What follows belongs to an exercise in optimizing a design on an open flow for small area; a production flow would make more cautious choices.
Only simulation tests tie the RTL to the original design; equivalence was not proved.
Power figures rest on the tool's default switching activity, not on a simulated workload.

`flow/flow/run.sh`:
```
#!/bin/bash
# Layout flow: the standard ORFS flow (standard.sh, standard synthesis
# unchanged) with layout-only changes:
#  - the buffers synthesis left are removed at floorplan (REMOVE_ABC_BUFFERS),
#    and global placement is not timing-driven; timing is repaired after CTS
#    as in the standard flow;
#  - the port buffers that placement inserts use the smallest buffer cell
#    (every input and output port still gets its own buffer);
#  - clock tree synthesis inserts no dummy loads, uses clkbuf_8 and clusters
#    up to 16 sinks within 80 um.
# make's full output goes to standard.log in the work folder; ORFS keeps each
# tool's own log under orfs/logs/.
set -euo pipefail
bash standard.sh \
    "REMOVE_ABC_BUFFERS=1" \
    "BUFFER_PORTS_ARGS=-buffer_cell sky130_fd_sc_hd__buf_1" \
    "CTS_ARGS=-sink_clustering_enable -repair_clock_nets -dont_use_dummy_load -buf_list sky130_fd_sc_hd__clkbuf_8 -sink_clustering_size 16 -sink_clustering_max_diameter 80" \
    finish > standard.log 2>&1
```
`flow/standard.sh`:
```
#!/bin/bash
# synth_recipe.tcl (not shown) runs the flow's synth.tcl, then flattens the netlist and writes it again
# the make line also repeats each setting of config.mk as NAME=value (left out here)
make -C /OpenROAD-flow-scripts/flow DESIGN_CONFIG=/design/flow/config.mk WORK_HOME=/design/flow/orfs CLKGATE_MAP_FILE= SYNTH_SCRIPT=/design/flow/synth_recipe.tcl "${@:-finish}"
```
`flow/config.mk`:
```
export PLATFORM = sky130hd
export DESIGN_NAME = systolic_array
export DESIGN_NICKNAME = systolic_array
export VERILOG_FILES = /design/flow/design.v
export SDC_FILE = /design/flow/constraint.sdc
export NUM_CORES = 4
export LEC_CHECK = 0
export CAP_MARGIN = 0
export CORE_MARGIN = 2
export CORE_UTILIZATION = 65
export GPL_TIMING_DRIVEN = 0
export SETUP_SLACK_MARGIN = 0.1
export SLEW_MARGIN = 0
export SYNTH_HIERARCHICAL = 1
```
`flow/constraint.sdc`:
```
create_clock -name core_clock -period 5.4 [get_ports {clk_in}]
set_input_delay 1.0800 -clock core_clock [delete_from_list [all_inputs] [get_ports {clk_in}]]
set_output_delay 1.0800 -clock core_clock [all_outputs]
set_load 0.01 [all_outputs]
```
`flow/design.v`:
```
package systolic_pkg;
    localparam int ACT_W    = 9;
    localparam int WEIGHT_W = 9;
    localparam int PSUM_W   = 20;
    localparam int SLOT_W   = 4;
    typedef logic signed [ACT_W-1:0] act_t;
    typedef logic signed [WEIGHT_W-1:0] weight_t;
    typedef logic signed [PSUM_W-1:0] psum_t;
    typedef logic [SLOT_W-1:0] slot_t;
    typedef struct packed {
        logic    en;
        slot_t   slot;
        weight_t value;
    } weight_wr_t;
endpackage
module row_mac (
    input  logic [8:0]  a0, a1, a2, a3,
    input  logic [8:0]  w0, w1, w2, w3,
    input  logic [19:0] p,
    output logic [7:0]  lo,
    output logic [19:8] cxn,
    output logic [18:8] cyn
);
    logic [19:0] pn;
    assign pn = ~p;    
    logic t0, t1;
    fa u_t0 (.a(~(a0[0] & w0[8])), .b(~(a0[8] & w0[0])), .c(~(a1[0] & w1[8])), .s(t0), .co(t1));
    logic t2, t3;
    fa u_t2 (.a(~(a1[8] & w1[0])), .b(~(a2[0] & w2[8])), .c(~(a2[8] & w2[0])), .s(t2), .co(t3));
    logic t4, t5;
    fa u_t4 (.a(~(a3[0] & w3[8])), .b(~(a3[8] & w3[0])), .c(t0), .s(t4), .co(t5));
    logic t6, t7;
    fa u_t6 (.a(t2), .b(p[8]), .c(t4), .s(t6), .co(t7));
    logic t8;
    assign t8 = ~t6;
    logic t9, t10;
    fa u_t9 (.a(~(a0[1] & w0[8])), .b(~(a0[8] & w0[1])), .c(~(a1[1] & w1[8])), .s(t9), .co(t10));
    logic t11, t12;
    fa u_t11 (.a(~(a1[8] & w1[1])), .b(~(a2[1] & w2[8])), .c(~(a2[8] & w2[1])), .s(t11), .co(t12));
    logic t13, t14;
    fa u_t13 (.a(~(a3[1] & w3[8])), .b(~(a3[8] & w3[1])), .c(t1), .s(t13), .co(t14));
    logic t15, t16;
    fa u_t15 (.a(t3), .b(t9), .c(t11), .s(t15), .co(t16));
    logic t17, t18;
    fa u_t17 (.a(p[9]), .b(t5), .c(t13), .s(t17), .co(t18));
    logic t19, t20;
    fa u_t19 (.a(t15), .b(t7), .c(t17), .s(t19), .co(t20));
    logic t21;
    assign t21 = ~t19;
    logic t22, t23;
    fa u_t22 (.a(~(a0[2] & w0[8])), .b(~(a0[8] & w0[2])), .c(~(a1[2] & w1[8])), .s(t22), .co(t23));
    logic t24, t25;
    fa u_t24 (.a(~(a1[8] & w1[2])), .b(~(a2[2] & w2[8])), .c(~(a2[8] & w2[2])), .s(t24), .co(t25));
    logic t26, t27;
    fa u_t26 (.a(~(a3[2] & w3[8])), .b(~(a3[8] & w3[2])), .c(t10), .s(t26), .co(t27));
    logic t28, t29;
    fa u_t28 (.a(t12), .b(t22), .c(t24), .s(t28), .co(t29));
    logic t30, t31;
    fa u_t30 (.a(p[10]), .b(t14), .c(t16), .s(t30), .co(t31));
    logic t32, t33;
    fa u_t32 (.a(t26), .b(t28), .c(t18), .s(t32), .co(t33));
    logic t34, t35;
    fa u_t34 (.a(t30), .b(t20), .c(t32), .s(t34), .co(t35));
    logic t36;
    assign t36 = ~t34;
    logic t37, t38;
    fa u_t37 (.a(~(a0[3] & w0[8])), .b(~(a0[8] & w0[3])), .c(~(a1[3] & w1[8])), .s(t37), .co(t38));
    logic t39, t40;
    fa u_t39 (.a(~(a1[8] & w1[3])), .b(~(a2[3] & w2[8])), .c(~(a2[8] & w2[3])), .s(t39), .co(t40));
    logic t41, t42;
    fa u_t41 (.a(~(a3[3] & w3[8])), .b(~(a3[8] & w3[3])), .c(t23), .s(t41), .co(t42));
    logic t43, t44;
    fa u_t43 (.a(t25), .b(t37), .c(t39), .s(t43), .co(t44));
    logic t45, t46;
    fa u_t45 (.a(p[11]), .b(t27), .c(t29), .s(t45), .co(t46));
    logic t47, t48;
    fa u_t47 (.a(t41), .b(t43), .c(t31), .s(t47), .co(t48));
    logic t49, t50;
    fa u_t49 (.a(t45), .b(t33), .c(t47), .s(t49), .co(t50));
    logic t51;
    assign t51 = ~t35;
    logic t52;
    assign t52 = ~t49;
    logic t53, t54;
    fa u_t53 (.a(~(a0[4] & w0[8])), .b(~(a0[8] & w0[4])), .c(~(a1[4] & w1[8])), .s(t53), .co(t54));
    logic t55, t56;
    fa u_t55 (.a(~(a1[8] & w1[4])), .b(~(a2[4] & w2[8])), .c(~(a2[8] & w2[4])), .s(t55), .co(t56));
    logic t57, t58;
    fa u_t57 (.a(~(a3[4] & w3[8])), .b(~(a3[8] & w3[4])), .c(t38), .s(t57), .co(t58));
    logic t59, t60;
    fa u_t59 (.a(t40), .b(t53), .c(t55), .s(t59), .co(t60));
    logic t61, t62;
    fa u_t61 (.a(p[12]), .b(t42), .c(t44), .s(t61), .co(t62));
    logic t63, t64;
    fa u_t63 (.a(t57), .b(t59), .c(t46), .s(t63), .co(t64));
    logic t65, t66;
    fa u_t65 (.a(t61), .b(t48), .c(t63), .s(t65), .co(t66));
    logic t67;
    assign t67 = ~t50;
    logic t68;
    assign t68 = ~t65;
    logic t69, t70;
    fa u_t69 (.a(~(a0[5] & w0[8])), .b(~(a0[8] & w0[5])), .c(~(a1[5] & w1[8])), .s(t69), .co(t70));
    logic t71, t72;
    fa u_t71 (.a(~(a1[8] & w1[5])), .b(~(a2[5] & w2[8])), .c(~(a2[8] & w2[5])), .s(t71), .co(t72));
    logic t73, t74;
    fa u_t73 (.a(~(a3[5] & w3[8])), .b(~(a3[8] & w3[5])), .c(t54), .s(t73), .co(t74));
    logic t75, t76;
    fa u_t75 (.a(t56), .b(t69), .c(t71), .s(t75), .co(t76));
    logic t77, t78;
    fa u_t77 (.a(p[13]), .b(t58), .c(t60), .s(t77), .co(t78));
    logic t79, t80;
    fa u_t79 (.a(t73), .b(t75), .c(t62), .s(t79), .co(t80));
    logic t81, t82;
    fa u_t81 (.a(t77), .b(t64), .c(t79), .s(t81), .co(t82));
    logic t83;
    assign t83 = ~t66;
    logic t84;
    assign t84 = ~t81;
    logic t85, t86;
    fa u_t85 (.a(~(a0[6] & w0[8])), .b(~(a0[8] & w0[6])), .c(~(a1[6] & w1[8])), .s(t85), .co(t86));
    logic t87, t88;
    fa u_t87 (.a(~(a1[8] & w1[6])), .b(~(a2[6] & w2[8])), .c(~(a2[8] & w2[6])), .s(t87), .co(t88));
    logic t89, t90;
    fa u_t89 (.a(~(a3[6] & w3[8])), .b(~(a3[8] & w3[6])), .c(t70), .s(t89), .co(t90));
    logic t91, t92;
    fa u_t91 (.a(t72), .b(t85), .c(t87), .s(t91), .co(t92));
    logic t93, t94;
    fa u_t93 (.a(p[14]), .b(t74), .c(t76), .s(t93), .co(t94));
    logic t95, t96;
    fa u_t95 (.a(t89), .b(t91), .c(t78), .s(t95), .co(t96));
    logic t97, t98;
    fa u_t97 (.a(t93), .b(t80), .c(t95), .s(t97), .co(t98));
    logic t99;
    assign t99 = ~t82;
    logic t100;
    assign t100 = ~t97;
    logic t101, t102;
    fa u_t101 (.a(~(a0[7] & w0[8])), .b(~(a0[8] & w0[7])), .c(~(a1[7] & w1[8])), .s(t101), .co(t102));
    logic t103, t104;
    fa u_t103 (.a(~(a1[8] & w1[7])), .b(~(a2[7] & w2[8])), .c(~(a2[8] & w2[7])), .s(t103), .co(t104));
    logic t105, t106;
    fa u_t105 (.a(~(a3[7] & w3[8])), .b(~(a3[8] & w3[7])), .c(t86), .s(t105), .co(t106));
    logic t107, t108;
    fa u_t107 (.a(t88), .b(t101), .c(t103), .s(t107), .co(t108));
    logic t109, t110;
    fa u_t109 (.a(p[15]), .b(t90), .c(t92), .s(t109), .co(t110));
    logic t111, t112;
    fa u_t111 (.a(t105), .b(t107), .c(t94), .s(t111), .co(t112));
    logic t113, t114;
    fa u_t113 (.a(t109), .b(t96), .c(t111), .s(t113), .co(t114));
    logic t115;
    assign t115 = ~t98;
    logic t116;
    assign t116 = ~t113;
    logic t117, t118;
    fa u_t117 (.a(t102), .b(t104), .c(p[16]), .s(t117), .co(t118));
    logic t119, t120;
    fa u_t119 (.a(t106), .b(t108), .c(t117), .s(t119), .co(t120));
    logic t121, t122;
    fa u_t121 (.a(t110), .b(t112), .c(t119), .s(t121), .co(t122));
    logic t123;
    assign t123 = ~t114;
    logic t124;
    assign t124 = ~t121;
    logic t125, t126;
    fa u_t125 (.a(p[17]), .b(t118), .c(t120), .s(t125), .co(t126));
    logic t127;
    assign t127 = ~t122;
    logic t128;
    assign t128 = ~t125;
    logic t129;
    assign t129 = ~p[18];
    logic t130;
    assign t130 = ~t126;
    logic t131;
    assign t131 = ~p[19];
    logic t132, t133;
    fa u_t132 (.a(~(a0[0] & w0[0])), .b(~(a1[0] & w1[0])), .c(~(a2[0] & w2[0])), .s(t132), .co(t133));
    logic t134, t135;
    fa u_t134 (.a(~(a3[0] & w3[0])), .b(t132), .c(pn[0]), .s(t134), .co(t135));
    logic t136, t137;
    fa u_t136 (.a(~(a0[0] & w0[1])), .b(~(a0[1] & w0[0])), .c(~(a1[0] & w1[1])), .s(t136), .co(t137));
    logic t138, t139;
    fa u_t138 (.a(~(a1[1] & w1[0])), .b(~(a2[0] & w2[1])), .c(~(a2[1] & w2[0])), .s(t138), .co(t139));
    logic t140, t141;
    fa u_t140 (.a(~(a3[0] & w3[1])), .b(~(a3[1] & w3[0])), .c(t133), .s(t140), .co(t141));
    logic t142, t143;
    fa u_t142 (.a(t136), .b(t138), .c(pn[1]), .s(t142), .co(t143));
    logic t144, t145;
    fa u_t144 (.a(t140), .b(t135), .c(t142), .s(t144), .co(t145));
    logic t146, t147;
    fa u_t146 (.a(~(a0[0] & w0[2])), .b(~(a0[1] & w0[1])), .c(~(a0[2] & w0[0])), .s(t146), .co(t147));
    logic t148, t149;
    fa u_t148 (.a(~(a1[0] & w1[2])), .b(~(a1[1] & w1[1])), .c(~(a1[2] & w1[0])), .s(t148), .co(t149));
    logic t150, t151;
    fa u_t150 (.a(~(a2[0] & w2[2])), .b(~(a2[1] & w2[1])), .c(~(a2[2] & w2[0])), .s(t150), .co(t151));
    logic t152, t153;
    fa u_t152 (.a(~(a3[0] & w3[2])), .b(~(a3[1] & w3[1])), .c(~(a3[2] & w3[0])), .s(t152), .co(t153));
    logic t154, t155;
    fa u_t154 (.a(t137), .b(t139), .c(t146), .s(t154), .co(t155));
    logic t156, t157;
    fa u_t156 (.a(t148), .b(t150), .c(t152), .s(t156), .co(t157));
    logic t158, t159;
    fa u_t158 (.a(pn[2]), .b(t141), .c(t154), .s(t158), .co(t159));
    logic t160, t161;
    fa u_t160 (.a(t156), .b(t143), .c(t158), .s(t160), .co(t161));
    logic t162, t163;
    han u_t162 (.a(t145), .b(t160), .s(t162), .co(t163));
    logic t164, t165;
    fa u_t164 (.a(~(a0[0] & w0[3])), .b(~(a0[1] & w0[2])), .c(~(a0[2] & w0[1])), .s(t164), .co(t165));
    logic t166, t167;
    fa u_t166 (.a(~(a0[3] & w0[0])), .b(~(a1[0] & w1[3])), .c(~(a1[1] & w1[2])), .s(t166), .co(t167));
    logic t168, t169;
    fa u_t168 (.a(~(a1[2] & w1[1])), .b(~(a1[3] & w1[0])), .c(~(a2[0] & w2[3])), .s(t168), .co(t169));
    logic t170, t171;
    fa u_t170 (.a(~(a2[1] & w2[2])), .b(~(a2[2] & w2[1])), .c(~(a2[3] & w2[0])), .s(t170), .co(t171));
    logic t172, t173;
    fa u_t172 (.a(~(a3[0] & w3[3])), .b(~(a3[1] & w3[2])), .c(~(a3[2] & w3[1])), .s(t172), .co(t173));
    logic t174, t175;
    fa u_t174 (.a(~(a3[3] & w3[0])), .b(t147), .c(t149), .s(t174), .co(t175));
    logic t176, t177;
    fa u_t176 (.a(t151), .b(t153), .c(t164), .s(t176), .co(t177));
    logic t178, t179;
    fa u_t178 (.a(t166), .b(t168), .c(t170), .s(t178), .co(t179));
    logic t180, t181;
    fa u_t180 (.a(t172), .b(pn[3]), .c(t155), .s(t180), .co(t181));
    logic t182, t183;
    fa u_t182 (.a(t157), .b(t174), .c(t176), .s(t182), .co(t183));
    logic t184, t185;
    fa u_t184 (.a(t178), .b(t159), .c(t180), .s(t184), .co(t185));
    logic t186, t187;
    fa u_t186 (.a(t182), .b(t161), .c(t184), .s(t186), .co(t187));
    logic t188, t189;
    han u_t188 (.a(t163), .b(t186), .s(t188), .co(t189));
    logic t190, t191;
    fa u_t190 (.a(~(a0[0] & w0[4])), .b(~(a0[1] & w0[3])), .c(~(a0[2] & w0[2])), .s(t190), .co(t191));
    logic t192, t193;
    fa u_t192 (.a(~(a0[3] & w0[1])), .b(~(a0[4] & w0[0])), .c(~(a1[0] & w1[4])), .s(t192), .co(t193));
    logic t194, t195;
    fa u_t194 (.a(~(a1[1] & w1[3])), .b(~(a1[2] & w1[2])), .c(~(a1[3] & w1[1])), .s(t194), .co(t195));
    logic t196, t197;
    fa u_t196 (.a(~(a1[4] & w1[0])), .b(~(a2[0] & w2[4])), .c(~(a2[1] & w2[3])), .s(t196), .co(t197));
    logic t198, t199;
    fa u_t198 (.a(~(a2[2] & w2[2])), .b(~(a2[3] & w2[1])), .c(~(a2[4] & w2[0])), .s(t198), .co(t199));
    logic t200, t201;
    fa u_t200 (.a(~(a3[0] & w3[4])), .b(~(a3[1] & w3[3])), .c(~(a3[2] & w3[2])), .s(t200), .co(t201));
    logic t202, t203;
    fa u_t202 (.a(~(a3[3] & w3[1])), .b(~(a3[4] & w3[0])), .c(t165), .s(t202), .co(t203));
    logic t204, t205;
    fa u_t204 (.a(t167), .b(t169), .c(t171), .s(t204), .co(t205));
    logic t206, t207;
    fa u_t206 (.a(t173), .b(t190), .c(t192), .s(t206), .co(t207));
    logic t208, t209;
    fa u_t208 (.a(t194), .b(t196), .c(t198), .s(t208), .co(t209));
    logic t210, t211;
    fa u_t210 (.a(t200), .b(pn[4]), .c(t175), .s(t210), .co(t211));
    logic t212, t213;
    fa u_t212 (.a(t177), .b(t179), .c(t202), .s(t212), .co(t213));
    logic t214, t215;
    fa u_t214 (.a(t204), .b(t206), .c(t208), .s(t214), .co(t215));
    logic t216, t217;
    fa u_t216 (.a(t181), .b(t210), .c(t183), .s(t216), .co(t217));
    logic t218, t219;
    fa u_t218 (.a(t212), .b(t214), .c(t185), .s(t218), .co(t219));
    logic t220, t221;
    fa u_t220 (.a(t216), .b(t187), .c(t218), .s(t220), .co(t221));
    logic t222, t223;
    han u_t222 (.a(t189), .b(t220), .s(t222), .co(t223));
    logic t224, t225;
    fa u_t224 (.a(~(a0[0] & w0[5])), .b(~(a0[1] & w0[4])), .c(~(a0[2] & w0[3])), .s(t224), .co(t225));
    logic t226, t227;
    fa u_t226 (.a(~(a0[3] & w0[2])), .b(~(a0[4] & w0[1])), .c(~(a0[5] & w0[0])), .s(t226), .co(t227));
    logic t228, t229;
    fa u_t228 (.a(~(a1[0] & w1[5])), .b(~(a1[1] & w1[4])), .c(~(a1[2] & w1[3])), .s(t228), .co(t229));
    logic t230, t231;
    fa u_t230 (.a(~(a1[3] & w1[2])), .b(~(a1[4] & w1[1])), .c(~(a1[5] & w1[0])), .s(t230), .co(t231));
    logic t232, t233;
    fa u_t232 (.a(~(a2[0] & w2[5])), .b(~(a2[1] & w2[4])), .c(~(a2[2] & w2[3])), .s(t232), .co(t233));
    logic t234, t235;
    fa u_t234 (.a(~(a2[3] & w2[2])), .b(~(a2[4] & w2[1])), .c(~(a2[5] & w2[0])), .s(t234), .co(t235));
    logic t236, t237;
    fa u_t236 (.a(~(a3[0] & w3[5])), .b(~(a3[1] & w3[4])), .c(~(a3[2] & w3[3])), .s(t236), .co(t237));
    logic t238, t239;
    fa u_t238 (.a(~(a3[3] & w3[2])), .b(~(a3[4] & w3[1])), .c(~(a3[5] & w3[0])), .s(t238), .co(t239));
    logic t240, t241;
    fa u_t240 (.a(t191), .b(t193), .c(t195), .s(t240), .co(t241));
    logic t242, t243;
    fa u_t242 (.a(t197), .b(t199), .c(t201), .s(t242), .co(t243));
    logic t244, t245;
    fa u_t244 (.a(t224), .b(t226), .c(t228), .s(t244), .co(t245));
    logic t246, t247;
    fa u_t246 (.a(t230), .b(t232), .c(t234), .s(t246), .co(t247));
    logic t248, t249;
    fa u_t248 (.a(t236), .b(t238), .c(pn[5]), .s(t248), .co(t249));
    logic t250, t251;
    fa u_t250 (.a(t203), .b(t205), .c(t207), .s(t250), .co(t251));
    logic t252, t253;
    fa u_t252 (.a(t209), .b(t240), .c(t242), .s(t252), .co(t253));
    logic t254, t255;
    fa u_t254 (.a(t244), .b(t246), .c(t211), .s(t254), .co(t255));
    logic t256, t257;
    fa u_t256 (.a(t248), .b(t213), .c(t215), .s(t256), .co(t257));
    logic t258, t259;
    fa u_t258 (.a(t250), .b(t252), .c(t254), .s(t258), .co(t259));
    logic t260, t261;
    fa u_t260 (.a(t217), .b(t256), .c(t219), .s(t260), .co(t261));
    logic t262, t263;
    fa u_t262 (.a(t258), .b(t221), .c(t260), .s(t262), .co(t263));
    logic t264, t265;
    han u_t264 (.a(t223), .b(t262), .s(t264), .co(t265));
    logic t266, t267;
    fa u_t266 (.a(~(a0[0] & w0[6])), .b(~(a0[1] & w0[5])), .c(~(a0[2] & w0[4])), .s(t266), .co(t267));
    logic t268, t269;
    fa u_t268 (.a(~(a0[3] & w0[3])), .b(~(a0[4] & w0[2])), .c(~(a0[5] & w0[1])), .s(t268), .co(t269));
    logic t270, t271;
    fa u_t270 (.a(~(a0[6] & w0[0])), .b(~(a1[0] & w1[6])), .c(~(a1[1] & w1[5])), .s(t270), .co(t271));
    logic t272, t273;
    fa u_t272 (.a(~(a1[2] & w1[4])), .b(~(a1[3] & w1[3])), .c(~(a1[4] & w1[2])), .s(t272), .co(t273));
    logic t274, t275;
    fa u_t274 (.a(~(a1[5] & w1[1])), .b(~(a1[6] & w1[0])), .c(~(a2[0] & w2[6])), .s(t274), .co(t275));
    logic t276, t277;
    fa u_t276 (.a(~(a2[1] & w2[5])), .b(~(a2[2] & w2[4])), .c(~(a2[3] & w2[3])), .s(t276), .co(t277));
    logic t278, t279;
    fa u_t278 (.a(~(a2[4] & w2[2])), .b(~(a2[5] & w2[1])), .c(~(a2[6] & w2[0])), .s(t278), .co(t279));
    logic t280, t281;
    fa u_t280 (.a(~(a3[0] & w3[6])), .b(~(a3[1] & w3[5])), .c(~(a3[2] & w3[4])), .s(t280), .co(t281));
    logic t282, t283;
    fa u_t282 (.a(~(a3[3] & w3[3])), .b(~(a3[4] & w3[2])), .c(~(a3[5] & w3[1])), .s(t282), .co(t283));
    logic t284, t285;
    fa u_t284 (.a(~(a3[6] & w3[0])), .b(t225), .c(t227), .s(t284), .co(t285));
    logic t286, t287;
    fa u_t286 (.a(t229), .b(t231), .c(t233), .s(t286), .co(t287));
    logic t288, t289;
    fa u_t288 (.a(t235), .b(t237), .c(t239), .s(t288), .co(t289));
    logic t290, t291;
    fa u_t290 (.a(t266), .b(t268), .c(t270), .s(t290), .co(t291));
    logic t292, t293;
    fa u_t292 (.a(t272), .b(t274), .c(t276), .s(t292), .co(t293));
    logic t294, t295;
    fa u_t294 (.a(t278), .b(t280), .c(t282), .s(t294), .co(t295));
    logic t296, t297;
    fa u_t296 (.a(pn[6]), .b(t241), .c(t243), .s(t296), .co(t297));
    logic t298, t299;
    fa u_t298 (.a(t245), .b(t247), .c(t284), .s(t298), .co(t299));
    logic t300, t301;
    fa u_t300 (.a(t286), .b(t288), .c(t290), .s(t300), .co(t301));
    logic t302, t303;
    fa u_t302 (.a(t292), .b(t294), .c(t249), .s(t302), .co(t303));
    logic t304, t305;
    fa u_t304 (.a(t251), .b(t253), .c(t296), .s(t304), .co(t305));
    logic t306, t307;
    fa u_t306 (.a(t298), .b(t300), .c(t255), .s(t306), .co(t307));
    logic t308, t309;
    fa u_t308 (.a(t302), .b(t257), .c(t304), .s(t308), .co(t309));
    logic t310, t311;
    fa u_t310 (.a(t259), .b(t306), .c(t308), .s(t310), .co(t311));
    logic t312, t313;
    fa u_t312 (.a(t261), .b(t310), .c(t263), .s(t312), .co(t313));
    logic t314, t315;
    han u_t314 (.a(t265), .b(t312), .s(t314), .co(t315));
    logic t316, t317;
    fa u_t316 (.a(~(a0[0] & w0[7])), .b(~(a0[1] & w0[6])), .c(~(a0[2] & w0[5])), .s(t316), .co(t317));
    logic t318, t319;
    fa u_t318 (.a(~(a0[3] & w0[4])), .b(~(a0[4] & w0[3])), .c(~(a0[5] & w0[2])), .s(t318), .co(t319));
    logic t320, t321;
    fa u_t320 (.a(~(a0[6] & w0[1])), .b(~(a0[7] & w0[0])), .c(~(a1[0] & w1[7])), .s(t320), .co(t321));
    logic t322, t323;
    fa u_t322 (.a(~(a1[1] & w1[6])), .b(~(a1[2] & w1[5])), .c(~(a1[3] & w1[4])), .s(t322), .co(t323));
    logic t324, t325;
    fa u_t324 (.a(~(a1[4] & w1[3])), .b(~(a1[5] & w1[2])), .c(~(a1[6] & w1[1])), .s(t324), .co(t325));
    logic t326, t327;
    fa u_t326 (.a(~(a1[7] & w1[0])), .b(~(a2[0] & w2[7])), .c(~(a2[1] & w2[6])), .s(t326), .co(t327));
    logic t328, t329;
    fa u_t328 (.a(~(a2[2] & w2[5])), .b(~(a2[3] & w2[4])), .c(~(a2[4] & w2[3])), .s(t328), .co(t329));
    logic t330, t331;
    fa u_t330 (.a(~(a2[5] & w2[2])), .b(~(a2[6] & w2[1])), .c(~(a2[7] & w2[0])), .s(t330), .co(t331));
    logic t332, t333;
    fa u_t332 (.a(~(a3[0] & w3[7])), .b(~(a3[1] & w3[6])), .c(~(a3[2] & w3[5])), .s(t332), .co(t333));
    logic t334, t335;
    fa u_t334 (.a(~(a3[3] & w3[4])), .b(~(a3[4] & w3[3])), .c(~(a3[5] & w3[2])), .s(t334), .co(t335));
    logic t336, t337;
    fa u_t336 (.a(~(a3[6] & w3[1])), .b(~(a3[7] & w3[0])), .c(t267), .s(t336), .co(t337));
    logic t338, t339;
    fa u_t338 (.a(t269), .b(t271), .c(t273), .s(t338), .co(t339));
    logic t340, t341;
    fa u_t340 (.a(t275), .b(t277), .c(t279), .s(t340), .co(t341));
    logic t342, t343;
    fa u_t342 (.a(t281), .b(t283), .c(t316), .s(t342), .co(t343));
    logic t344, t345;
    fa u_t344 (.a(t318), .b(t320), .c(t322), .s(t344), .co(t345));
    logic t346, t347;
    fa u_t346 (.a(t324), .b(t326), .c(t328), .s(t346), .co(t347));
    logic t348, t349;
    fa u_t348 (.a(t330), .b(t332), .c(t334), .s(t348), .co(t349));
    logic t350, t351;
    fa u_t350 (.a(pn[7]), .b(t285), .c(t287), .s(t350), .co(t351));
    logic t352, t353;
    fa u_t352 (.a(t289), .b(t291), .c(t293), .s(t352), .co(t353));
    logic t354, t355;
    fa u_t354 (.a(t295), .b(t336), .c(t338), .s(t354), .co(t355));
    logic t356, t357;
    fa u_t356 (.a(t340), .b(t342), .c(t344), .s(t356), .co(t357));
    logic t358, t359;
    fa u_t358 (.a(t346), .b(t348), .c(t297), .s(t358), .co(t359));
    logic t360, t361;
    fa u_t360 (.a(t299), .b(t350), .c(t301), .s(t360), .co(t361));
    logic t362, t363;
    fa u_t362 (.a(t352), .b(t354), .c(t356), .s(t362), .co(t363));
    logic t364, t365;
    fa u_t364 (.a(t303), .b(t305), .c(t358), .s(t364), .co(t365));
    logic t366, t367;
    fa u_t366 (.a(t360), .b(t362), .c(t307), .s(t366), .co(t367));
    logic t368, t369;
    fa u_t368 (.a(t309), .b(t364), .c(t366), .s(t368), .co(t369));
    logic t370, t371;
    fa u_t370 (.a(t311), .b(t368), .c(t313), .s(t370), .co(t371));
    logic t372, t373;
    han u_t372 (.a(t315), .b(t370), .s(t372), .co(t373));
    logic t374, t375;
    fa u_t374 (.a(~(a0[1] & w0[7])), .b(~(a0[2] & w0[6])), .c(~(a0[3] & w0[5])), .s(t374), .co(t375));
    logic t376, t377;
    fa u_t376 (.a(~(a0[4] & w0[4])), .b(~(a0[5] & w0[3])), .c(~(a0[6] & w0[2])), .s(t376), .co(t377));
    logic t378, t379;
    fa u_t378 (.a(~(a0[7] & w0[1])), .b(~(a1[1] & w1[7])), .c(~(a1[2] & w1[6])), .s(t378), .co(t379));
    logic t380, t381;
    fa u_t380 (.a(~(a1[3] & w1[5])), .b(~(a1[4] & w1[4])), .c(~(a1[5] & w1[3])), .s(t380), .co(t381));
    logic t382, t383;
    fa u_t382 (.a(~(a1[6] & w1[2])), .b(~(a1[7] & w1[1])), .c(~(a2[1] & w2[7])), .s(t382), .co(t383));
    logic t384, t385;
    fa u_t384 (.a(~(a2[2] & w2[6])), .b(~(a2[3] & w2[5])), .c(~(a2[4] & w2[4])), .s(t384), .co(t385));
    logic t386, t387;
    fa u_t386 (.a(~(a2[5] & w2[3])), .b(~(a2[6] & w2[2])), .c(~(a2[7] & w2[1])), .s(t386), .co(t387));
    logic t388, t389;
    fa u_t388 (.a(~(a3[1] & w3[7])), .b(~(a3[2] & w3[6])), .c(~(a3[3] & w3[5])), .s(t388), .co(t389));
    logic t390, t391;
    fa u_t390 (.a(~(a3[4] & w3[4])), .b(~(a3[5] & w3[3])), .c(~(a3[6] & w3[2])), .s(t390), .co(t391));
    logic t392, t393;
    fa u_t392 (.a(~(a3[7] & w3[1])), .b(t317), .c(t319), .s(t392), .co(t393));
    logic t394, t395;
    fa u_t394 (.a(t321), .b(t323), .c(t325), .s(t394), .co(t395));
    logic t396, t397;
    fa u_t396 (.a(t327), .b(t329), .c(t331), .s(t396), .co(t397));
    logic t398, t399;
    fa u_t398 (.a(t333), .b(t335), .c(t374), .s(t398), .co(t399));
    logic t400, t401;
    fa u_t400 (.a(t376), .b(t378), .c(t380), .s(t400), .co(t401));
    logic t402, t403;
    fa u_t402 (.a(t382), .b(t384), .c(t386), .s(t402), .co(t403));
    logic t404, t405;
    fa u_t404 (.a(t388), .b(t390), .c(t337), .s(t404), .co(t405));
    logic t406, t407;
    fa u_t406 (.a(t339), .b(t341), .c(t343), .s(t406), .co(t407));
    logic t408, t409;
    fa u_t408 (.a(t345), .b(t347), .c(t349), .s(t408), .co(t409));
    logic t410, t411;
    fa u_t410 (.a(t392), .b(t394), .c(t396), .s(t410), .co(t411));
    logic t412, t413;
    fa u_t412 (.a(t398), .b(t400), .c(t402), .s(t412), .co(t413));
    logic t414, t415;
    fa u_t414 (.a(t351), .b(t353), .c(t355), .s(t414), .co(t415));
    logic t416, t417;
    fa u_t416 (.a(t404), .b(t357), .c(t406), .s(t416), .co(t417));
    logic t418, t419;
    fa u_t418 (.a(t408), .b(t410), .c(t412), .s(t418), .co(t419));
    logic t420, t421;
    fa u_t420 (.a(t8), .b(t359), .c(t361), .s(t420), .co(t421));
    logic t422, t423;
    fa u_t422 (.a(t414), .b(t363), .c(t416), .s(t422), .co(t423));
    logic t424, t425;
    fa u_t424 (.a(t418), .b(t365), .c(t420), .s(t424), .co(t425));
    logic t426, t427;
    fa u_t426 (.a(t422), .b(t367), .c(t424), .s(t426), .co(t427));
    logic t428, t429;
    fa u_t428 (.a(t369), .b(t426), .c(t371), .s(t428), .co(t429));
    logic t430, t431;
    fa u_t430 (.a(~(a0[2] & w0[7])), .b(~(a0[3] & w0[6])), .c(~(a0[4] & w0[5])), .s(t430), .co(t431));
    logic t432, t433;
    fa u_t432 (.a(~(a0[5] & w0[4])), .b(~(a0[6] & w0[3])), .c(~(a0[7] & w0[2])), .s(t432), .co(t433));
    logic t434, t435;
    fa u_t434 (.a(~(a1[2] & w1[7])), .b(~(a1[3] & w1[6])), .c(~(a1[4] & w1[5])), .s(t434), .co(t435));
    logic t436, t437;
    fa u_t436 (.a(~(a1[5] & w1[4])), .b(~(a1[6] & w1[3])), .c(~(a1[7] & w1[2])), .s(t436), .co(t437));
    logic t438, t439;
    fa u_t438 (.a(~(a2[2] & w2[7])), .b(~(a2[3] & w2[6])), .c(~(a2[4] & w2[5])), .s(t438), .co(t439));
    logic t440, t441;
    fa u_t440 (.a(~(a2[5] & w2[4])), .b(~(a2[6] & w2[3])), .c(~(a2[7] & w2[2])), .s(t440), .co(t441));
    logic t442, t443;
    fa u_t442 (.a(~(a3[2] & w3[7])), .b(~(a3[3] & w3[6])), .c(~(a3[4] & w3[5])), .s(t442), .co(t443));
    logic t444, t445;
    fa u_t444 (.a(~(a3[5] & w3[4])), .b(~(a3[6] & w3[3])), .c(~(a3[7] & w3[2])), .s(t444), .co(t445));
    logic t446, t447;
    fa u_t446 (.a(t375), .b(t377), .c(t379), .s(t446), .co(t447));
    logic t448, t449;
    fa u_t448 (.a(t381), .b(t383), .c(t385), .s(t448), .co(t449));
    logic t450, t451;
    fa u_t450 (.a(t387), .b(t389), .c(t391), .s(t450), .co(t451));
    logic t452, t453;
    fa u_t452 (.a(t430), .b(t432), .c(t434), .s(t452), .co(t453));
    logic t454, t455;
    fa u_t454 (.a(t436), .b(t438), .c(t440), .s(t454), .co(t455));
    logic t456, t457;
    fa u_t456 (.a(t442), .b(t444), .c(t393), .s(t456), .co(t457));
    logic t458, t459;
    fa u_t458 (.a(t395), .b(t397), .c(t399), .s(t458), .co(t459));
    logic t460, t461;
    fa u_t460 (.a(t401), .b(t403), .c(t446), .s(t460), .co(t461));
    logic t462, t463;
    fa u_t462 (.a(t448), .b(t450), .c(t452), .s(t462), .co(t463));
    logic t464, t465;
    fa u_t464 (.a(t454), .b(t405), .c(t407), .s(t464), .co(t465));
    logic t466, t467;
    fa u_t466 (.a(t409), .b(t411), .c(t456), .s(t466), .co(t467));
    logic t468, t469;
    fa u_t468 (.a(t413), .b(t458), .c(t460), .s(t468), .co(t469));
    logic t470, t471;
    fa u_t470 (.a(t462), .b(t415), .c(t417), .s(t470), .co(t471));
    logic t472, t473;
    fa u_t472 (.a(t464), .b(t466), .c(t419), .s(t472), .co(t473));
    logic t474, t475;
    fa u_t474 (.a(t468), .b(t21), .c(t421), .s(t474), .co(t475));
    logic t476, t477;
    fa u_t476 (.a(t423), .b(t470), .c(t472), .s(t476), .co(t477));
    logic t478, t479;
    fa u_t478 (.a(t425), .b(t474), .c(t476), .s(t478), .co(t479));
    logic t480, t481;
    han u_t480 (.a(t427), .b(t478), .s(t480), .co(t481));
    logic t482, t483;
    fa u_t482 (.a(~(a0[3] & w0[7])), .b(~(a0[4] & w0[6])), .c(~(a0[5] & w0[5])), .s(t482), .co(t483));
    logic t484, t485;
    fa u_t484 (.a(~(a0[6] & w0[4])), .b(~(a0[7] & w0[3])), .c(~(a1[3] & w1[7])), .s(t484), .co(t485));
    logic t486, t487;
    fa u_t486 (.a(~(a1[4] & w1[6])), .b(~(a1[5] & w1[5])), .c(~(a1[6] & w1[4])), .s(t486), .co(t487));
    logic t488, t489;
    fa u_t488 (.a(~(a1[7] & w1[3])), .b(~(a2[3] & w2[7])), .c(~(a2[4] & w2[6])), .s(t488), .co(t489));
    logic t490, t491;
    fa u_t490 (.a(~(a2[5] & w2[5])), .b(~(a2[6] & w2[4])), .c(~(a2[7] & w2[3])), .s(t490), .co(t491));
    logic t492, t493;
    fa u_t492 (.a(~(a3[3] & w3[7])), .b(~(a3[4] & w3[6])), .c(~(a3[5] & w3[5])), .s(t492), .co(t493));
    logic t494, t495;
    fa u_t494 (.a(~(a3[6] & w3[4])), .b(~(a3[7] & w3[3])), .c(t431), .s(t494), .co(t495));
    logic t496, t497;
    fa u_t496 (.a(t433), .b(t435), .c(t437), .s(t496), .co(t497));
    logic t498, t499;
    fa u_t498 (.a(t439), .b(t441), .c(t443), .s(t498), .co(t499));
    logic t500, t501;
    fa u_t500 (.a(t445), .b(t482), .c(t484), .s(t500), .co(t501));
    logic t502, t503;
    fa u_t502 (.a(t486), .b(t488), .c(t490), .s(t502), .co(t503));
    logic t504, t505;
    fa u_t504 (.a(t492), .b(t447), .c(t449), .s(t504), .co(t505));
    logic t506, t507;
    fa u_t506 (.a(t451), .b(t453), .c(t455), .s(t506), .co(t507));
    logic t508, t509;
    fa u_t508 (.a(t494), .b(t496), .c(t498), .s(t508), .co(t509));
    logic t510, t511;
    fa u_t510 (.a(t500), .b(t502), .c(t457), .s(t510), .co(t511));
    logic t512, t513;
    fa u_t512 (.a(t459), .b(t461), .c(t504), .s(t512), .co(t513));
    logic t514, t515;
    fa u_t514 (.a(t463), .b(t506), .c(t508), .s(t514), .co(t515));
    logic t516, t517;
    fa u_t516 (.a(t465), .b(t467), .c(t510), .s(t516), .co(t517));
    logic t518, t519;
    fa u_t518 (.a(t469), .b(t512), .c(t514), .s(t518), .co(t519));
    logic t520, t521;
    fa u_t520 (.a(t471), .b(t516), .c(t473), .s(t520), .co(t521));
    logic t522, t523;
    fa u_t522 (.a(t36), .b(t518), .c(t475), .s(t522), .co(t523));
    logic t524, t525;
    fa u_t524 (.a(t477), .b(t520), .c(t522), .s(t524), .co(t525));
    logic t526, t527;
    han u_t526 (.a(t479), .b(t481), .s(t526), .co(t527));
    logic t528, t529;
    ha u_t528 (.a(~(a0[4] & w0[7])), .b(~(a0[5] & w0[6])), .s(t528), .co(t529));
    logic t530, t531;
    fa u_t530 (.a(~(a0[6] & w0[5])), .b(~(a0[7] & w0[4])), .c(~(a1[4] & w1[7])), .s(t530), .co(t531));
    logic t532, t533;
    fa u_t532 (.a(~(a1[5] & w1[6])), .b(~(a1[6] & w1[5])), .c(~(a1[7] & w1[4])), .s(t532), .co(t533));
    logic t534, t535;
    fa u_t534 (.a(~(a2[4] & w2[7])), .b(~(a2[5] & w2[6])), .c(~(a2[6] & w2[5])), .s(t534), .co(t535));
    logic t536, t537;
    fa u_t536 (.a(~(a2[7] & w2[4])), .b(~(a3[4] & w3[7])), .c(~(a3[5] & w3[6])), .s(t536), .co(t537));
    logic t538, t539;
    fa u_t538 (.a(~(a3[6] & w3[5])), .b(~(a3[7] & w3[4])), .c(t483), .s(t538), .co(t539));
    logic t540, t541;
    fa u_t540 (.a(t485), .b(t487), .c(t489), .s(t540), .co(t541));
    logic t542, t543;
    fa u_t542 (.a(t491), .b(t493), .c(t528), .s(t542), .co(t543));
    logic t544, t545;
    fa u_t544 (.a(t530), .b(t532), .c(t534), .s(t544), .co(t545));
    logic t546, t547;
    fa u_t546 (.a(t536), .b(t495), .c(t497), .s(t546), .co(t547));
    logic t548, t549;
    fa u_t548 (.a(t499), .b(t501), .c(t503), .s(t548), .co(t549));
    logic t550, t551;
    fa u_t550 (.a(t538), .b(t540), .c(t542), .s(t550), .co(t551));
    logic t552, t553;
    fa u_t552 (.a(t544), .b(t505), .c(t507), .s(t552), .co(t553));
    logic t554, t555;
    fa u_t554 (.a(t509), .b(t546), .c(t548), .s(t554), .co(t555));
    logic t556, t557;
    fa u_t556 (.a(t550), .b(t511), .c(t513), .s(t556), .co(t557));
    logic t558, t559;
    fa u_t558 (.a(t515), .b(t552), .c(t554), .s(t558), .co(t559));
    logic t560, t561;
    fa u_t560 (.a(t517), .b(t556), .c(t51), .s(t560), .co(t561));
    logic t562, t563;
    fa u_t562 (.a(t519), .b(t52), .c(t558), .s(t562), .co(t563));
    logic t564, t565;
    fa u_t564 (.a(t521), .b(t560), .c(t562), .s(t564), .co(t565));
    logic t566, t567;
    fa u_t566 (.a(t523), .b(t564), .c(t525), .s(t566), .co(t567));
    logic t568, t569;
    fa u_t568 (.a(~(a0[5] & w0[7])), .b(~(a0[6] & w0[6])), .c(~(a0[7] & w0[5])), .s(t568), .co(t569));
    logic t570, t571;
    fa u_t570 (.a(~(a1[5] & w1[7])), .b(~(a1[6] & w1[6])), .c(~(a1[7] & w1[5])), .s(t570), .co(t571));
    logic t572, t573;
    fa u_t572 (.a(~(a2[5] & w2[7])), .b(~(a2[6] & w2[6])), .c(~(a2[7] & w2[5])), .s(t572), .co(t573));
    logic t574, t575;
    fa u_t574 (.a(~(a3[5] & w3[7])), .b(~(a3[6] & w3[6])), .c(~(a3[7] & w3[5])), .s(t574), .co(t575));
    logic t576, t577;
    fa u_t576 (.a(t529), .b(t531), .c(t533), .s(t576), .co(t577));
    logic t578, t579;
    fa u_t578 (.a(t535), .b(t537), .c(t568), .s(t578), .co(t579));
    logic t580, t581;
    fa u_t580 (.a(t570), .b(t572), .c(t574), .s(t580), .co(t581));
    logic t582, t583;
    fa u_t582 (.a(t539), .b(t541), .c(t543), .s(t582), .co(t583));
    logic t584, t585;
    fa u_t584 (.a(t545), .b(t576), .c(t578), .s(t584), .co(t585));
    logic t586, t587;
    fa u_t586 (.a(t580), .b(t547), .c(t549), .s(t586), .co(t587));
    logic t588, t589;
    fa u_t588 (.a(t551), .b(t582), .c(t584), .s(t588), .co(t589));
    logic t590, t591;
    fa u_t590 (.a(t553), .b(t555), .c(t586), .s(t590), .co(t591));
    logic t592, t593;
    fa u_t592 (.a(t588), .b(t557), .c(t67), .s(t592), .co(t593));
    logic t594, t595;
    fa u_t594 (.a(t559), .b(t590), .c(t68), .s(t594), .co(t595));
    logic t596, t597;
    fa u_t596 (.a(t561), .b(t563), .c(t592), .s(t596), .co(t597));
    logic t598, t599;
    fa u_t598 (.a(t594), .b(t565), .c(t596), .s(t598), .co(t599));
    logic t600, t601;
    fa u_t600 (.a(~(a0[6] & w0[7])), .b(~(a0[7] & w0[6])), .c(~(a1[6] & w1[7])), .s(t600), .co(t601));
    logic t602, t603;
    fa u_t602 (.a(~(a1[7] & w1[6])), .b(~(a2[6] & w2[7])), .c(~(a2[7] & w2[6])), .s(t602), .co(t603));
    logic t604, t605;
    fa u_t604 (.a(~(a3[6] & w3[7])), .b(~(a3[7] & w3[6])), .c(t569), .s(t604), .co(t605));
    logic t606, t607;
    fa u_t606 (.a(t571), .b(t573), .c(t575), .s(t606), .co(t607));
    logic t608, t609;
    fa u_t608 (.a(t600), .b(t602), .c(t577), .s(t608), .co(t609));
    logic t610, t611;
    fa u_t610 (.a(t579), .b(t581), .c(t604), .s(t610), .co(t611));
    logic t612, t613;
    fa u_t612 (.a(t606), .b(t583), .c(t608), .s(t612), .co(t613));
    logic t614, t615;
    fa u_t614 (.a(t585), .b(t610), .c(t587), .s(t614), .co(t615));
    logic t616, t617;
    fa u_t616 (.a(t612), .b(t589), .c(t591), .s(t616), .co(t617));
    logic t618, t619;
    fa u_t618 (.a(t614), .b(t83), .c(t84), .s(t618), .co(t619));
    logic t620, t621;
    fa u_t620 (.a(t593), .b(t616), .c(t595), .s(t620), .co(t621));
    logic t622, t623;
    fa u_t622 (.a(t618), .b(t597), .c(t620), .s(t622), .co(t623));
    logic t624, t625;
    fa u_t624 (.a(~(a0[7] & w0[7])), .b(~(a1[7] & w1[7])), .c(~(a2[7] & w2[7])), .s(t624), .co(t625));
    logic t626, t627;
    fa u_t626 (.a(~(a3[7] & w3[7])), .b(t601), .c(t603), .s(t626), .co(t627));
    logic t628, t629;
    fa u_t628 (.a(t624), .b(t605), .c(t607), .s(t628), .co(t629));
    logic t630, t631;
    fa u_t630 (.a(t626), .b(t609), .c(t611), .s(t630), .co(t631));
    logic t632, t633;
    fa u_t632 (.a(t628), .b(t613), .c(t630), .s(t632), .co(t633));
    logic t634, t635;
    fa u_t634 (.a(t615), .b(t99), .c(t632), .s(t634), .co(t635));
    logic t636, t637;
    fa u_t636 (.a(t100), .b(t617), .c(t619), .s(t636), .co(t637));
    logic t638, t639;
    fa u_t638 (.a(t634), .b(t621), .c(t636), .s(t638), .co(t639));
    logic t640, t641;
    fa u_t640 (.a(t625), .b(t627), .c(t629), .s(t640), .co(t641));
    logic t642, t643;
    fa u_t642 (.a(t631), .b(t640), .c(t633), .s(t642), .co(t643));
    logic t644, t645;
    fa u_t644 (.a(t115), .b(t116), .c(t635), .s(t644), .co(t645));
    logic t646, t647;
    fa u_t646 (.a(t642), .b(t637), .c(t644), .s(t646), .co(t647));
    logic t648, t649;
    fa u_t648 (.a(~(a0[8] & w0[8])), .b(~(a1[8] & w1[8])), .c(~(a2[8] & w2[8])), .s(t648), .co(t649));
    logic t650, t651;
    fa u_t650 (.a(~(a3[8] & w3[8])), .b(t648), .c(t641), .s(t650), .co(t651));
    logic t652, t653;
    fa u_t652 (.a(t650), .b(t123), .c(t124), .s(t652), .co(t653));
    logic t654, t655;
    fa u_t654 (.a(t643), .b(t652), .c(t645), .s(t654), .co(t655));
    logic t656, t657;
    fa u_t656 (.a(t649), .b(t651), .c(t127), .s(t656), .co(t657));
    logic t658, t659;
    fa u_t658 (.a(t128), .b(t653), .c(t656), .s(t658), .co(t659));
    logic t660, t661;
    fa u_t660 (.a(t129), .b(t130), .c(t657), .s(t660), .co(t661));
    assign lo[0] = ~t134;
    assign lo[1] = ~t144;
    assign lo[2] = ~t162;
    assign lo[3] = ~t188;
    assign lo[4] = ~t222;
    assign lo[5] = ~t264;
    assign lo[6] = ~t314;
    assign lo[7] = ~t372;
    assign cxn[8] = t373;
    assign cyn[8] = t428;
    assign cxn[9] = t480;
    assign cyn[9] = t429;
    assign cxn[10] = t524;
    assign cyn[10] = t526;
    assign cxn[11] = t527;
    assign cyn[11] = t566;
    assign cxn[12] = t598;
    assign cyn[12] = t567;
    assign cxn[13] = t599;
    assign cyn[13] = t622;
    assign cxn[14] = t623;
    assign cyn[14] = t638;
    assign cxn[15] = t639;
    assign cyn[15] = t646;
    assign cxn[16] = t647;
    assign cyn[16] = t654;
    assign cxn[17] = t658;
    assign cyn[17] = t655;
    assign cxn[18] = t659;
    assign cyn[18] = t660;
    assign cxn[19] = (1'b0 ^ t131 ^ t661);
endmodule
module fa (
    input  logic a, b, c,
    output logic s, co
);
    assign s  = a ^ b ^ c;
    assign co = (a & b) | (a & c) | (b & c);
endmodule
module ha (
    input  logic a, b,
    output logic s, co
);
    assign s  = a ^ b;
    assign co = a & b;
endmodule
module han (
    input  logic a, b,
    output logic s, co
);
    xnor_g u_s  (.a(a), .b(b), .y(s));
    or_g   u_co (.a(a), .b(b), .y(co));
endmodule
module xnor_g (
    input  logic a, b,
    output logic y
);
    assign y = ~(a ^ b);
endmodule
module or_g (
    input  logic a, b,
    output logic y
);
    assign y = a | b;
endmodule
module out_add (
    input  logic [19:8] xn,
    input  logic [18:8] yn,
    output logic [19:8] s
);
    logic [18:8] g, p;
    logic [19:8] c;
    out_pg    u_pg  (.x (xn[18:8]), .y (yn), .g (g), .p (p));
    out_carry u_cy  (.g (g), .p (p), .c (c));
    out_sum   u_sum (.x (xn), .p (p), .c (c), .s (s));
endmodule
module out_pg (
    input  logic [18:8] x, y,
    output logic [18:8] g, p
);
    assign g = x & y;
    assign p = x ^ y;
endmodule
module out_carry (
    input  logic [18:8] g, p,
    output logic [19:8] c
);
    assign c[8] = 1'b1;
    for (genvar i = 8; i < 19; i++) begin : g_c
        if (0 && (i - 8) % 2 == 1) begin : g_skip
            logic gg, pp;
            ao21_g u_g (.a (p[i]), .b (g[i-1]), .c (g[i]), .y (gg));
            and_g  u_p (.a (p[i]), .b (p[i-1]), .y (pp));
            ao21_g u_c (.a (pp), .b (c[i-1]), .c (gg), .y (c[i+1]));
        end else begin : g_one
            ao21_g u_c (.a (p[i]), .b (c[i]), .c (g[i]), .y (c[i+1]));
        end
    end
endmodule
module ao21_g (
    input  logic a, b, c,
    output logic y
);
    assign y = (a & b) | c;
endmodule
module and_g (
    input  logic a, b,
    output logic y
);
    assign y = a & b;
endmodule
module out_sum (
    input  logic [19:8] x,
    input  logic [18:8] p,
    input  logic [19:8] c,
    output logic [19:8] s
);
    assign s[18:8] = ~(p ^ c[18:8]);
    assign s[19] = x[19] ^ c[19];
endmodule
module systolic_array
(
    input  logic                      clk_in,
    input  logic                      rst_in,
    input  logic                      load_weight_in,
    input  systolic_pkg::weight_t     weight_in,
    input  systolic_pkg::act_t  [3:0] act_col_in,
    input  systolic_pkg::psum_t [3:0] psum_row_in,
    output systolic_pkg::psum_t [3:0] psum_row_out,
    output systolic_pkg::act_t  [3:0] act_col_out
);
    localparam int SPLIT = 8;
    logic [3:0] slot_cnt;
    always_ff @(posedge clk_in or negedge rst_in) begin
        if (!rst_in)              slot_cnt <= '0;
        else if (!load_weight_in) slot_cnt <= '0;
        else                      slot_cnt <= slot_cnt + 4'd1;
    end
    logic                  wen1, wen2, wen3;
    logic [3:0]            wslot1;      
    logic [1:0]            wrow2, wrow3;
    logic                  wcol2;       
    systolic_pkg::weight_t wval1, wval2, wval3;
    always_ff @(posedge clk_in or negedge rst_in) begin
        if (!rst_in) begin
            wen1 <= 1'b0;
            wen2 <= 1'b0;
            wen3 <= 1'b0;
        end else begin
            wen1 <= load_weight_in & (slot_cnt[1:0] != 2'd3);
            wen2 <= wen1 & (wslot1[1:0] != 2'd2);
            wen3 <= wen2 & ~wcol2;
        end
    end
    always_ff @(posedge clk_in) begin
        wslot1 <= slot_cnt;
        wrow2  <= wslot1[3:2];
        wcol2  <= wslot1[0];
        wrow3  <= wrow2;
        wval1  <= weight_in;
        wval2  <= wval1;
        wval3  <= wval2;
    end
    systolic_pkg::weight_t wbank [4][4];
    for (genvar r = 0; r < 4; r++) begin : g_wr
        localparam logic [1:0] ROW = r;
        always_ff @(posedge clk_in or negedge rst_in) begin
            if (!rst_in) begin
                for (int c = 0; c < 4; c++) wbank[r][c] <= '0;
            end else begin
                if (load_weight_in && slot_cnt == {ROW, 2'd3}) wbank[r][3] <= weight_in;
                if (wen1 && wslot1 == {ROW, 2'd2})             wbank[r][2] <= wval1;
                if (wen2 && wcol2 && wrow2 == ROW)         wbank[r][1] <= wval2;
                if (wen3 && wrow3 == ROW)                  wbank[r][0] <= wval3;
            end
        end
    end
    systolic_pkg::act_t act_d [7][4];
    for (genvar c = 0; c < 4; c++) begin : g_act
        localparam int DEPTH = (c == 0) ? 7 : (c == 1) ? 6 : 5;
        always_ff @(posedge clk_in or negedge rst_in) begin
            if (!rst_in) begin
                for (int d = 0; d < DEPTH; d++) act_d[d][c] <= '0;
            end else begin
                act_d[0][c] <= act_col_in[c];
                for (int d = 1; d < DEPTH; d++) act_d[d][c] <= act_d[d-1][c];
            end
        end
        assign act_col_out[c] = act_d[4][c];
    end
    for (genvar r = 0; r < 4; r++) begin : g_row
        logic [SPLIT-1:0]  lo, lo_q;
        logic [19:SPLIT]   cxn, cxn_q;
        logic [18:SPLIT]   cyn, cyn_q;
        row_mac u_mac (
            .a0 (act_d[3+r][0]), .a1 (act_d[2+r][1]), .a2 (act_d[1+r][2]), .a3 (act_d[r][3]),
            .w0 (wbank[r][0]),   .w1 (wbank[r][1]),   .w2 (wbank[r][2]),   .w3 (wbank[r][3]),
            .p  (psum_row_in[r]),
            .lo (lo), .cxn (cxn), .cyn (cyn)
        );
        always_ff @(posedge clk_in or negedge rst_in) begin
            if (!rst_in) begin
                lo_q  <= '0;
                cxn_q <= '1;
                cyn_q <= '1;
            end else begin
                lo_q  <= lo;
                cxn_q <= cxn;
                cyn_q <= cyn;
            end
        end
        out_add u_add (.xn (cxn_q), .yn (cyn_q), .s (psum_row_out[r][19:SPLIT]));
        assign psum_row_out[r][SPLIT-1:0] = lo_q;
    end
endmodule
```
==> results.txt <==
[worst min path at each step]
stage,from,end,slack [ps],cells after the start
3_3_place_gp,act_d[1][0],act_d[5][0],330,0
4_1_cts,act_d[4][8],act_d[8][8],290,0
2_1_floorplan,act_d[8][0],act_d[12][0],330,0
3_5_place_dp,act_d[0][0],act_d[4][0],330,0
5_1_grt,act_d[4][8],act_d[8][8],290,0
6_report,act_d[4][8],act_d[8][8],300,0
[where the power goes]
group | switching [mW] | total, mW | internal, mW
combinational | 12.3 | 23.5 | 11.2
sequential | 1.21 | 6.60 | 5.40
clock | 1.25 | 1.95 | 0.694
[stage by stage]
| step | hold slack, ps | setup WS, ps |
|---|---|---|
| after floorplan | 331 | 413 |
| after global placement | 332 | -20160 |
| after detailed placement | 335 | -161 |
| after CTS | 292 | 96.4 |
| after global routing | 290 | 53.7 |
| final | 297 | 118 |
[worst max-delay path: stages (launching register included)]
cell and delay (ps):
dfrtp_1 840, nand2_1 200, fa_1 500, fa_1 560
fa_1 460, fa_1 470, fa_1 440, fa_1 420
fa_1 390, fa_1 400, fa_1 510
[Yosys stat by module (local to each module, per instance), a selection]
module	cells inside	area [um2]	flops+latches
systolic_array	700	14900	518
row_mac	454	2330	0
out_pg	11	138	0
out_sum	12	105	0
fa	1	20.0	0
ha	1	12.5	0
out_carry	2	11.3	0
xnor_g	1	8.76	0
ao21_g	1	7.51	0
or_g	1	6.26	0
[logic make-up after synthesis]
group / share of synthesized area [%]
and+or+nand+nor: 10.4
xor gates and xnor gates: 1.47
other: 0.0294
AOI/OAI and AO/OA: 0.647
DFF: 25.2
adders and majority gates: 50.1
muxes: 3.24
buffers and inverters: 8.83
[flip-flops by register name, indices dropped and copies added, names as in the netlist, 2 cells and up]
| signal | cells |
|---|---|
| act_d | 207 |
| wbank | 144 |
| g_row.cxn_q | 48 |
| g_row.cyn_q | 44 |
| g_row.lo_q | 32 |
| wval1 | 9 |
| wval2 | 9 |
| wval3 | 9 |
| slot_cnt | 4 |
| wslot1 | 4 |
| wrow2 | 2 |
| wrow3 | 2 |
[Yosys cell counts]
master    count
nand2_1    1298
fa_1       1248
dfrtp_1     390
buf_6       289
inv_1       140
mux2_2      135
buf_4        95
dfstp_2      92
xnor2_1      81
ha_1         49
a21o_1       44
dfxtp_1      36
or2_1        32
mux2_4        9
xor2_1        5
conb_1        4
nand4b_2      4
nor2b_1       4
and2_1        3
buf_2         3
nand4_2       3
nand3_1       2
nand3b_1      2
nor3_4        2
and2b_1       1
and2b_2       1
and4b_1       1
and4bb_1      1
nand2_2       1
nor3b_1       1
[what timing repair did]
action | CTS | global route
hold endpoints to repair | 0 | 0
cloned | 0 | 0
buffers inserted | 20 | 60
setup endpoints to repair | 16 | 12
gates resized for setup | 58 | 45
hold buffers | 0 | 0
[cell type report]
cell class                 instances  area [um2]
multi-input combinational       2935       33700
fill                            5957       26700
sequential                       518       13000
timing repair buffer             336        1770
tap                             1040        1300
clock buffer                      42         578
inverter                         140         526
antenna                            3        7.51
[per-layer routing]
metal | global-route usage, % | vias to the layer above | part of all wire (%)
met1 | 50.8 | 16600 | 35
met5 | 0 | - | 0.023
met2 | 61.8 | 2343 | 47
met4 | 18.3 | 6 | 6.3
li1 | - | 11700 | -
met3 | 11.0 | 708 | 12
==> impl_metrics.toml <==
[floorplan]
design.portCount = 244
core.rowCount = 102
design.core.area_um2 = 77600
die_h_um = 284
die_width_um = 284
die_area_um2 = 80800
initial_utilization_pct = 65.8

[detailed_routing]
drt_drc_violations_left = 0
routedWlPerCell_um = 30.0
drt_pre_antenna_iters = 6
first_iter_violations = 3311
drtAntennaViolNets = 0
routed-via-count = 31300
wirelength_mm = 150
routed_via_density = 6.25

[worst_setup_path]
critical_path_arrival_ps = 5900
end_point_of_the_critical_path = "g_row[1].cyn_q[8]"
reg2reg_from = "wbank[7][2]"
critPathLaunchType = "register"
critPathMaxFanout = 10
regToRegEndpoint = "g_row[1].cyn_q[8]"
endpoint_kind = "register"
register_to_register_setup_slack_ps = 120
critical_path_class = "reg2reg"
worstSetupStartpoint = "wbank[7][2]"
required_ps = 6020
r2r_cells = 10

[job]
cap_viol_max_count = 0

[synthesis]
synth.distinct_cells = 30
post_synth.cell_area_avg_um2 = 12.8
synthesis.yosys.warnings = 11
top_post_synthesis_cells_by_area = "fa_1 49%, dfrtp_1 19%, nand2_1 9.5%"
mappedNetlistArea_um2 = 51100
synth_top_cell_by_area = "fa_1"
post-synth-top-area-fraction_pct = 48.9
synth-seq-cells = 518
synth_sequential_area_ratio_pct = 25.2
synthCells = 3976

[sta]
finClkSkew_ps = 53.1
max_slew.worst_pin.slew_ps = 939
finalCriticalPeriod_ps = 5280
min_period_over_period_pct = 97.8
finalSetupTns_ps = 0
peak_clock_frequency_supported_by_timing_mhz = 189
rsz0062_at_grt = "yes"
timing.final.setup_violations = 0
maxSlewViolCount = 0
final_hold_vio_count = 0
worst_slew_margin_rel_pct = 37.4

[cts]
tritoncts_num_sinks = 518
tritoncts_clock_tree = "yes"
cts-buffers-inserted = 42
htree_num_levels = 2
root_buffer = "clkbuf_8"
clock_slew_at_reported_path_ffs_ps = 90
worst_skew_pair.late_latency_ps = 680
cts-root-to-sink-buffers = 3

[global_route]
grt_max_degree = 46
first_global_vias = 36600
grt.total_usage_pct = 39.1
antenna_found_initial = 6
grt.overflow.total = 0
grt_first_pass_wirelength_mm = 228

[placement]
portBuffers = 243
gp_congestion = 0.981
place_inst = 4889
detailed_place.area_um2 = 49600
post-dp-hpwl_mm = 112

[power_and_ir_drop]
power.total_mw = 32.1
vdd_ir_drop_max_mv = 1.56
power_density_nw_per_um2 = 630
static-leakage-power_nw = 15.2

[run_status]
run_status = "finished clean"

[final_layout]
nets = 5398
post_layout_nonfiller_instances = 5014
syn2layout_area_growth_pct = -0.311
layout.cell_area.non_filler_um2 = 50900
final_cell_mix = "1,298 x nand2_1, 1,243 x fa_1, 300 x dfrtp_1"
mostFrequentLayoutCell = "nand2_1"
fin_util_pct = 65.6
drive_gt1_share_pct = 12.1

[hold_path]
hold_path.class = "reg2reg"

[static timing again, ports no longer ideal]
In the flow no input, the clock included, has a driving cell. The finished layout below was timed again as built, in two steps.
Step 1 sets driving cells, clkbuf_16 on the clock port and buf_2 on the other inputs (assumed; they add their load-dependent delay and slew).
Step 2 adds t to the input delays and takes it off the output delays; t is the mean of the earliest and latest rising clock arrival at the registers after step 1. Input paths then give back, and output paths get back, about the clock's delay inside the block.
Three values: ideal ports, drivers, drivers and shift; two values: the first two.
shift t [ns]: 0.720
slack for setup (ns): 0.118 / 0.118 / 0.118
worst setup path at the end: register to register
After both steps this run still meets setup and hold. For this run, drivers alone change the setup slack by 0.000 ns; drivers and shift together by 0.000 ns.
